From an optimization exercise on the open Yosys and OpenROAD flow, aimed at small area, a short achievable clock period and few clock cycles; shortcuts taken in it are not production practice. Only simulation tests tie the RTL to the original design; equivalence was not proved.

==> run B <==
==> flow/design.v <==
package sst_pkg;
  localparam int unsigned StackDepth = 64;
  localparam int unsigned FillW      = $clog2(StackDepth + 1);
  localparam int unsigned WordW      = 32;
  localparam int unsigned CountW     = 7;
  localparam int unsigned OpW        = 2;
  localparam int unsigned Groups     = 8;    
  typedef logic signed [WordW-1:0] word_t;
  typedef logic [FillW-1:0]        fill_t;
  typedef logic [CountW-1:0]       count_t;
  typedef enum logic [OpW-1:0] {
    OP_PUSH = 2'd0,
    OP_POP  = 2'd1,
    OP_SORT = 2'd2
  } op_e;
endpackage
module sst_store (
  input  logic             clk_i,
  input  logic             rst_ni,
  input  logic             push_i,
  input  logic             pop_i,
  input  logic             sort_i,
  input  logic             phase_i,
  input  sst_pkg::fill_t   fill_i,
  input  sst_pkg::word_t   push_value_i,
  output sst_pkg::word_t   top_o,
  output logic [sst_pkg::Groups-1:0] in_order_o,
  output logic             pol_o
);
  localparam int N = sst_pkg::StackDepth;
  sst_pkg::word_t cell_q [N];
  logic           pol_q;
  always_ff @(posedge clk_i or negedge rst_ni) begin
    if (!rst_ni) begin
      pol_q <= 1'b0;
    end else begin
      pol_q <= !pol_q;
    end
  end
  function automatic logic greater(input logic [sst_pkg::WordW-1:0] a,
                                   input logic [sst_pkg::WordW-1:0] b, input logic cin);
    logic c;
    c = cin;
    for (int k = 0; k < sst_pkg::WordW; k++) begin
      if (k == sst_pkg::WordW - 1) begin
        c = (b[k] & ~a[k]) | (b[k] & c) | (~a[k] & c);
      end else begin
        c = (~b[k] & a[k]) | (~b[k] & c) | (a[k] & c);
      end
    end
    greater = c;
  endfunction
  logic [N-2:0]   out_of_order;
  logic [N-2:0]   swap;
  for (genvar i = 0; i < N - 1; i++) begin : g_pair
    logic pair_in;
    assign pair_in         = sst_pkg::fill_t'(i + 1) < fill_i;
    logic gt;
    assign gt              = greater(cell_q[i], cell_q[i+1], 1'b0);
    assign out_of_order[i] = pair_in && gt;
    assign swap[i]         = sort_i && (phase_i == 1'(i % 2)) && pair_in && (gt ^ pol_q);
  end
  for (genvar i = 0; i < N; i++) begin : g_cell
    logic           from_prev, from_next;
    sst_pkg::word_t prev_value, next_value;
    if (i == 0) begin : g_first
      assign from_prev  = push_i;
      assign prev_value = push_value_i ^ {sst_pkg::WordW{pol_q}};
    end else begin : g_mid
      assign from_prev  = push_i || swap[i-1];
      assign prev_value = cell_q[i-1];
    end
    if (i == N - 1) begin : g_last
      assign from_next  = 1'b0;
      assign next_value = cell_q[i];
    end else begin : g_notlast
      assign from_next  = pop_i || swap[i];
      assign next_value = cell_q[i+1];
    end
    logic hold;
    assign hold = !from_next && !from_prev;
    always_ff @(posedge clk_i) begin
      cell_q[i] <= ~(({sst_pkg::WordW{from_next}} & next_value)
                   | ({sst_pkg::WordW{from_prev}} & prev_value)
                   | ({sst_pkg::WordW{hold}} & cell_q[i]));
    end
  end
  assign top_o    = cell_q[0] ^ {sst_pkg::WordW{pol_q}};
  assign pol_o    = pol_q;
  for (genvar g = 0; g < sst_pkg::Groups; g++) begin : g_group
    localparam int Lo = g * (N - 1) / sst_pkg::Groups;
    localparam int Hi = (g + 1) * (N - 1) / sst_pkg::Groups - 1;
    assign in_order_o[g] = ~|out_of_order[Hi:Lo];
  end
endmodule
module sst_ctrl (
  input  logic                    clk_i,
  input  logic                    rst_ni,
  input  logic                    in_valid_i,
  input  logic [sst_pkg::OpW-1:0] in_op_i,
  input  sst_pkg::word_t          in_value_i,
  output logic                    in_ready_o,
  input  logic                    res_room_i,    
  input  logic                    res_room_d_i,  
  input  sst_pkg::word_t          top_i,
  input  logic [sst_pkg::Groups-1:0] in_order_i,
  input  logic                    pol_i,
  output logic                    push_o,
  output logic                    pop_o,
  output logic                    sort_o,
  output logic                    phase_o,
  output sst_pkg::fill_t          fill_o,
  output sst_pkg::word_t          push_value_o,
  output logic                    res_valid_o,
  output sst_pkg::word_t          res_value_o,
  output sst_pkg::count_t         res_count_o,
  output logic                    res_fault_o
);
  localparam sst_pkg::fill_t Full = sst_pkg::fill_t'(sst_pkg::StackDepth);
  logic           ready_q;
  logic           slot_q;                           
  logic           push_q, pop_q, sort_q;            
  logic           push_go_q, pop_go_q;              
  sst_pkg::word_t value_q;
  logic           sorting_q;                        
  logic           sort_full_q;                      
  logic [sst_pkg::Groups-1:0] in_order_q;
  logic           flags_ok_q;                       
  logic           phase_q;
  sst_pkg::fill_t fill_q, fill_d;
  logic accept, slot_run, slot_res, sort_start, sort_done;
  logic slot_d, sort_slot_d, sorting_d;
  assign accept     = in_valid_i && ready_q;
  assign slot_run   = slot_q && !sorting_q && (sort_q || res_room_i);
  assign slot_res   = slot_run && !sort_q;
  assign sort_start = slot_run && sort_q;
  assign sort_done  = sorting_q && (&in_order_q) && flags_ok_q && res_room_i;
  assign push_o = slot_res && push_go_q;
  assign pop_o  = slot_res && pop_go_q;
  assign sort_o = sorting_q || sort_start;
  always_comb begin
    fill_d = fill_q;
    if (push_o) fill_d = fill_q + sst_pkg::fill_t'(1);
    if (pop_o)  fill_d = fill_q - sst_pkg::fill_t'(1);
  end
  assign slot_d      = accept || (slot_q && !slot_run);
  assign sort_slot_d = accept ? (in_op_i == sst_pkg::OP_SORT) : sort_q;
  assign sorting_d   = sort_start || (sorting_q && !sort_done);
  always_ff @(posedge clk_i or negedge rst_ni) begin
    if (!rst_ni) begin
      ready_q     <= 1'b0;
      slot_q      <= 1'b0;
      push_q      <= 1'b0;
      pop_q       <= 1'b0;
      sort_q      <= 1'b0;
      push_go_q   <= 1'b0;
      pop_go_q    <= 1'b0;
      sorting_q   <= 1'b0;
      sort_full_q <= 1'b0;
      phase_q     <= 1'b0;
      fill_q      <= '0;
    end else begin
      ready_q   <= !slot_d || (!sorting_d && (sort_slot_d || res_room_d_i));
      slot_q    <= slot_d;
      sorting_q <= sorting_d;
      phase_q   <= sort_o && !phase_q;
      fill_q    <= fill_d;
      if (sort_start) begin
        sort_full_q <= fill_q != '0;
      end
      if (accept) begin
        push_q    <= in_op_i == sst_pkg::OP_PUSH;
        pop_q     <= in_op_i == sst_pkg::OP_POP;
        sort_q    <= in_op_i == sst_pkg::OP_SORT;
        push_go_q <= (in_op_i == sst_pkg::OP_PUSH) && (fill_d != Full);
        pop_go_q  <= (in_op_i == sst_pkg::OP_POP) && (fill_d != '0);
      end
    end
  end
  always_ff @(posedge clk_i) begin
    in_order_q <= in_order_i;
    flags_ok_q <= !pol_i;
    if (accept) begin
      value_q <= in_value_i;
    end
  end
  assign in_ready_o   = ready_q;
  assign phase_o      = phase_q;
  assign fill_o       = fill_q;
  assign push_value_o = value_q;
  assign res_valid_o = slot_res || sort_done;
  assign res_count_o = sst_pkg::count_t'(fill_d);
  assign res_fault_o = slot_res && ((push_q && !push_go_q) || (pop_q && !pop_go_q));
  assign res_value_o = sort_done ? (sort_full_q ? top_i : '0) :
                       push_q    ? value_q :
                       pop_go_q  ? top_i : '0;
endmodule
module sortable_stack (
  input  logic                             clk_i,
  input  logic                             rst_ni,
  input  logic                             in_valid_i,
  output logic                             in_ready_o,
  input  logic [sst_pkg::OpW-1:0]          in_opcode_i,
  input  logic signed [sst_pkg::WordW-1:0] in_value_i,
  output logic                             out_valid_o,
  input  logic                             out_ready_i,
  output logic signed [sst_pkg::WordW-1:0] out_value_o,
  output logic [sst_pkg::CountW-1:0]       out_count_o,
  output logic                             out_fault_o
);
  logic            push, pop, sort, phase;
  logic [sst_pkg::Groups-1:0] in_order;
  logic            pol;
  sst_pkg::fill_t  fill;
  sst_pkg::word_t  push_value, top;
  logic            res_valid, res_fault;
  sst_pkg::word_t  res_value;
  sst_pkg::count_t res_count;
  logic            out_valid_q, skid_valid_q, skid_valid_d;
  sst_pkg::word_t  out_value_q, skid_value_q;
  sst_pkg::count_t out_count_q, skid_count_q;
  logic            out_fault_q, skid_fault_q;
  logic            out_free;
  sst_ctrl u_ctrl (
    .clk_i        (clk_i),
    .rst_ni       (rst_ni),
    .in_valid_i   (in_valid_i),
    .in_op_i      (in_opcode_i),
    .in_value_i   (in_value_i),
    .in_ready_o   (in_ready_o),
    .res_room_i   (!skid_valid_q),
    .res_room_d_i (!skid_valid_d),
    .top_i        (top),
    .in_order_i   (in_order),
    .pol_i        (pol),
    .push_o       (push),
    .pop_o        (pop),
    .sort_o       (sort),
    .phase_o      (phase),
    .fill_o       (fill),
    .push_value_o (push_value),
    .res_valid_o  (res_valid),
    .res_value_o  (res_value),
    .res_count_o  (res_count),
    .res_fault_o  (res_fault)
  );
  sst_store u_store (
    .clk_i        (clk_i),
    .rst_ni       (rst_ni),
    .push_i       (push),
    .pop_i        (pop),
    .sort_i       (sort),
    .phase_i      (phase),
    .fill_i       (fill),
    .push_value_i (push_value),
    .top_o        (top),
    .in_order_o   (in_order),
    .pol_o        (pol)
  );
  assign out_free     = !out_valid_q || out_ready_i;
  assign skid_valid_d = out_free ? (skid_valid_q && res_valid) : (skid_valid_q || res_valid);
  always_ff @(posedge clk_i or negedge rst_ni) begin
    if (!rst_ni) begin
      out_valid_q  <= 1'b0;
      skid_valid_q <= 1'b0;
    end else begin
      skid_valid_q <= skid_valid_d;
      if (out_free) begin
        out_valid_q <= skid_valid_q || res_valid;
      end
    end
  end
  logic out_from_skid, out_from_res, out_hold;
  assign out_from_skid = out_free && skid_valid_q;
  assign out_from_res  = out_free && !skid_valid_q && res_valid;
  assign out_hold      = !out_from_skid && !out_from_res;
  always_ff @(posedge clk_i) begin
    out_value_q <= ({sst_pkg::WordW{out_from_skid}} & skid_value_q)
                 | ({sst_pkg::WordW{out_from_res}} & res_value)
                 | ({sst_pkg::WordW{out_hold}} & out_value_q);
    out_count_q <= ({sst_pkg::CountW{out_from_skid}} & skid_count_q)
                 | ({sst_pkg::CountW{out_from_res}} & res_count)
                 | ({sst_pkg::CountW{out_hold}} & out_count_q);
    out_fault_q <= (out_from_skid & skid_fault_q) | (out_from_res & res_fault)
                 | (out_hold & out_fault_q);
    if (res_valid && (skid_valid_q || !out_free)) begin
      skid_value_q <= res_value;
      skid_count_q <= res_count;
      skid_fault_q <= res_fault;
    end
  end
  assign out_valid_o = out_valid_q;
  assign out_value_o = out_value_q;
  assign out_count_o = out_count_q;
  assign out_fault_o = out_fault_q;
endmodule
==> flow/run.sh <==
#!/bin/bash
# synth_recipe.tcl (not shown) runs the flow's synth.tcl, then flattens the netlist and writes it again
# the make line also repeats each setting of config.mk as NAME=value (left out here)
make -C /OpenROAD-flow-scripts/flow DESIGN_CONFIG=/design/flow/config.mk WORK_HOME=/design/flow/orfs CLKGATE_MAP_FILE= SYNTH_SCRIPT=/design/flow/synth_recipe.tcl finish
==> flow/config.mk <==
export PLATFORM = sky130hd
export DESIGN_NAME = sortable_stack
export DESIGN_NICKNAME = sortable_stack
export VERILOG_FILES = /design/flow/design.v
export SDC_FILE = /design/flow/constraint.sdc
export NUM_CORES = 4
export LEC_CHECK = 0
export CAP_MARGIN = 20
export CELL_PAD_IN_SITES_DETAIL_PLACEMENT = 1
export CELL_PAD_IN_SITES_GLOBAL_PLACEMENT = 1
export CORE_MARGIN = 2
export CORE_UTILIZATION = 40
export CTS_CLUSTER_DIAMETER = 60
export CTS_CLUSTER_SIZE = 20
export SETUP_SLACK_MARGIN = 4.0
export SLEW_MARGIN = 20
export TNS_END_PERCENT = 0
==> flow/constraint.sdc <==
create_clock -name core_clock -period 7.0 [get_ports {clk_i}]
set_input_delay 1.4000 -clock core_clock [delete_from_list [all_inputs] [get_ports {clk_i}]]
set_output_delay 1.4000 -clock core_clock [all_outputs]
set_load 0.01 [all_outputs]
==> run F: changes against run B <==
--- a/flow/design.v
+++ b/flow/design.v
@@ -18,3 +18,2 @@
   input  logic             clk_i,
-  input  logic             rst_ni,
   input  logic             push_i,
@@ -26,4 +25,3 @@
   output sst_pkg::word_t   top_o,
-  output logic [sst_pkg::Groups-1:0] in_order_o,
-  output logic             pol_o
+  output logic [sst_pkg::Groups-1:0] in_order_o
 );
@@ -31,14 +29,5 @@
   sst_pkg::word_t cell_q [N];
-  logic           pol_q;
-  always_ff @(posedge clk_i or negedge rst_ni) begin
-    if (!rst_ni) begin
-      pol_q <= 1'b0;
-    end else begin
-      pol_q <= !pol_q;
-    end
-  end
-  function automatic logic greater(input logic [sst_pkg::WordW-1:0] a,
-                                   input logic [sst_pkg::WordW-1:0] b, input logic cin);
+  function automatic logic greater(input logic [sst_pkg::WordW-1:0] a, input logic [sst_pkg::WordW-1:0] b);
     logic c;
-    c = cin;
+    c = 1'b0;
     for (int k = 0; k < sst_pkg::WordW; k++) begin
@@ -57,6 +46,4 @@
     assign pair_in         = sst_pkg::fill_t'(i + 1) < fill_i;
-    logic gt;
-    assign gt              = greater(cell_q[i], cell_q[i+1], 1'b0);
-    assign out_of_order[i] = pair_in && gt;
-    assign swap[i]         = sort_i && (phase_i == 1'(i % 2)) && pair_in && (gt ^ pol_q);
+    assign out_of_order[i] = pair_in && greater(cell_q[i], cell_q[i+1]);
+    assign swap[i]         = sort_i && (phase_i == 1'(i % 2)) && out_of_order[i];
   end
@@ -67,3 +54,3 @@
       assign from_prev  = push_i;
-      assign prev_value = push_value_i ^ {sst_pkg::WordW{pol_q}};
+      assign prev_value = push_value_i;
     end else begin : g_mid
@@ -82,9 +69,8 @@
     always_ff @(posedge clk_i) begin
-      cell_q[i] <= ~(({sst_pkg::WordW{from_next}} & next_value)
-                   | ({sst_pkg::WordW{from_prev}} & prev_value)
-                   | ({sst_pkg::WordW{hold}} & cell_q[i]));
-    end
-  end
-  assign top_o    = cell_q[0] ^ {sst_pkg::WordW{pol_q}};
-  assign pol_o    = pol_q;
+      cell_q[i] <= ({sst_pkg::WordW{from_next}} & next_value)
+                 | ({sst_pkg::WordW{from_prev}} & prev_value)
+                 | ({sst_pkg::WordW{hold}} & cell_q[i]);
+    end
+  end
+  assign top_o    = cell_q[0];
   for (genvar g = 0; g < sst_pkg::Groups; g++) begin : g_group
@@ -106,3 +92,2 @@
   input  logic [sst_pkg::Groups-1:0] in_order_i,
-  input  logic                    pol_i,
   output logic                    push_o,
@@ -127,3 +112,2 @@
   logic [sst_pkg::Groups-1:0] in_order_q;
-  logic           flags_ok_q;                       
   logic           phase_q;
@@ -136,3 +120,3 @@
   assign sort_start = slot_run && sort_q;
-  assign sort_done  = sorting_q && (&in_order_q) && flags_ok_q && res_room_i;
+  assign sort_done  = sorting_q && (&in_order_q) && res_room_i;
   assign push_o = slot_res && push_go_q;
@@ -181,3 +165,2 @@
     in_order_q <= in_order_i;
-    flags_ok_q <= !pol_i;
     if (accept) begin
@@ -212,3 +195,2 @@
   logic [sst_pkg::Groups-1:0] in_order;
-  logic            pol;
   sst_pkg::fill_t  fill;
@@ -234,3 +216,2 @@
     .in_order_i   (in_order),
-    .pol_i        (pol),
     .push_o       (push),
@@ -248,3 +229,2 @@
     .clk_i        (clk_i),
-    .rst_ni       (rst_ni),
     .push_i       (push),
@@ -256,4 +236,3 @@
     .top_o        (top),
-    .in_order_o   (in_order),
-    .pol_o        (pol)
+    .in_order_o   (in_order)
   );
Settings changed: CELL_PAD_IN_SITES_DETAIL_PLACEMENT 1 to default, CELL_PAD_IN_SITES_GLOBAL_PLACEMENT 1 to default, CTS_CLUSTER_DIAMETER 60 to 80, CTS_CLUSTER_SIZE 20 to 24.
==> results.yml <==
status:
  status: "no timing/DRC/antenna violations"
cells_and_area:
  multi_input_area_sq_um: 57000
  clkbuf_count: 221
  layout_common_cells: "dfxtp_1, a222oi_1, inv_1, nor2b_1, maj3_1"
grt:
  antenna_found_initial: 4
  track_usage_pct: 26.2
worst_setup_path:
  path_max_fanout: 32
floorplanning:
  taps: 3515
  dieWidth_um: 518
  start_util_pct: 40.3
place:
  dp_hpwl_um: 268000
sta:
  min_period_ns: 3.56
  worst_slack_ns: 3.44
  slew_headroom_pct: 31.5
synth:
  synth_edf_count: 72
  synth_common_cells: "dfxtp_1, a222oi_1, inv_1"
(the above is from run B)
==> results.yml <==
status:
  status: "no timing/DRC/antenna violations"
floorplanning:
  dieWidth_um: 542
  taps: 3781
cells_and_area:
  clkbuf_count: 157
  layout_common_cells: "dfxtp_1, inv_1, a221o_1, nor2_1, nor2b_1"
worst_setup_path:
  path_max_fanout: 31
grt:
  antenna_found_initial: 5
  track_usage_pct: 22.6
sta:
  worst_slack_ns: 3.75
synth:
  synth_edf_count: 104
  synth_common_cells: "dfxtp_1, inv_1, a221o_1"
(the above is from run F)
Testbench counts of run B, summed over its fixed seeds: cycles 5,071.
Testbench counts of run F, summed over its fixed seeds: cycles 5,033.

what the ideal ports hide:
The results above use ideal ports. As a check the final layouts listed here were re-extracted and re-timed, cells and wires unchanged. Step 1, drivers: a clkbuf_16 drives clk_i and a buf_2 each remaining input, both assumed. Step 2 moves the port delays by t, midway between the first and last clock arrival at a register: inputs arrive t later, outputs are due t later. That takes back most of the time a late clock gives input paths. Three values: ideal, step 1, step 2; two values: the first two.
| run | shift t [ns] | slack for setup (ns) | worst hold slack (ns) | latest minus earliest clock arrival (ns) | cell pins on the clock port's net |
|---|---|---|---|---|---|
| run B | 0.986 | 3.436 / 3.436 / 3.191 | 0.465 / 0.401 / 0.471 | 0.053 / 0.053 | 1 |
| run F | 0.930 | 3.754 / 3.687 / 3.454 | 0.454 / 0.454 / 0.454 | 0.059 / 0.058 | 1 |
After both steps every run listed still meets setup and hold. For run F, which loses most, drivers alone change the setup slack by -0.067 ns; drivers and shift together by -0.300 ns.
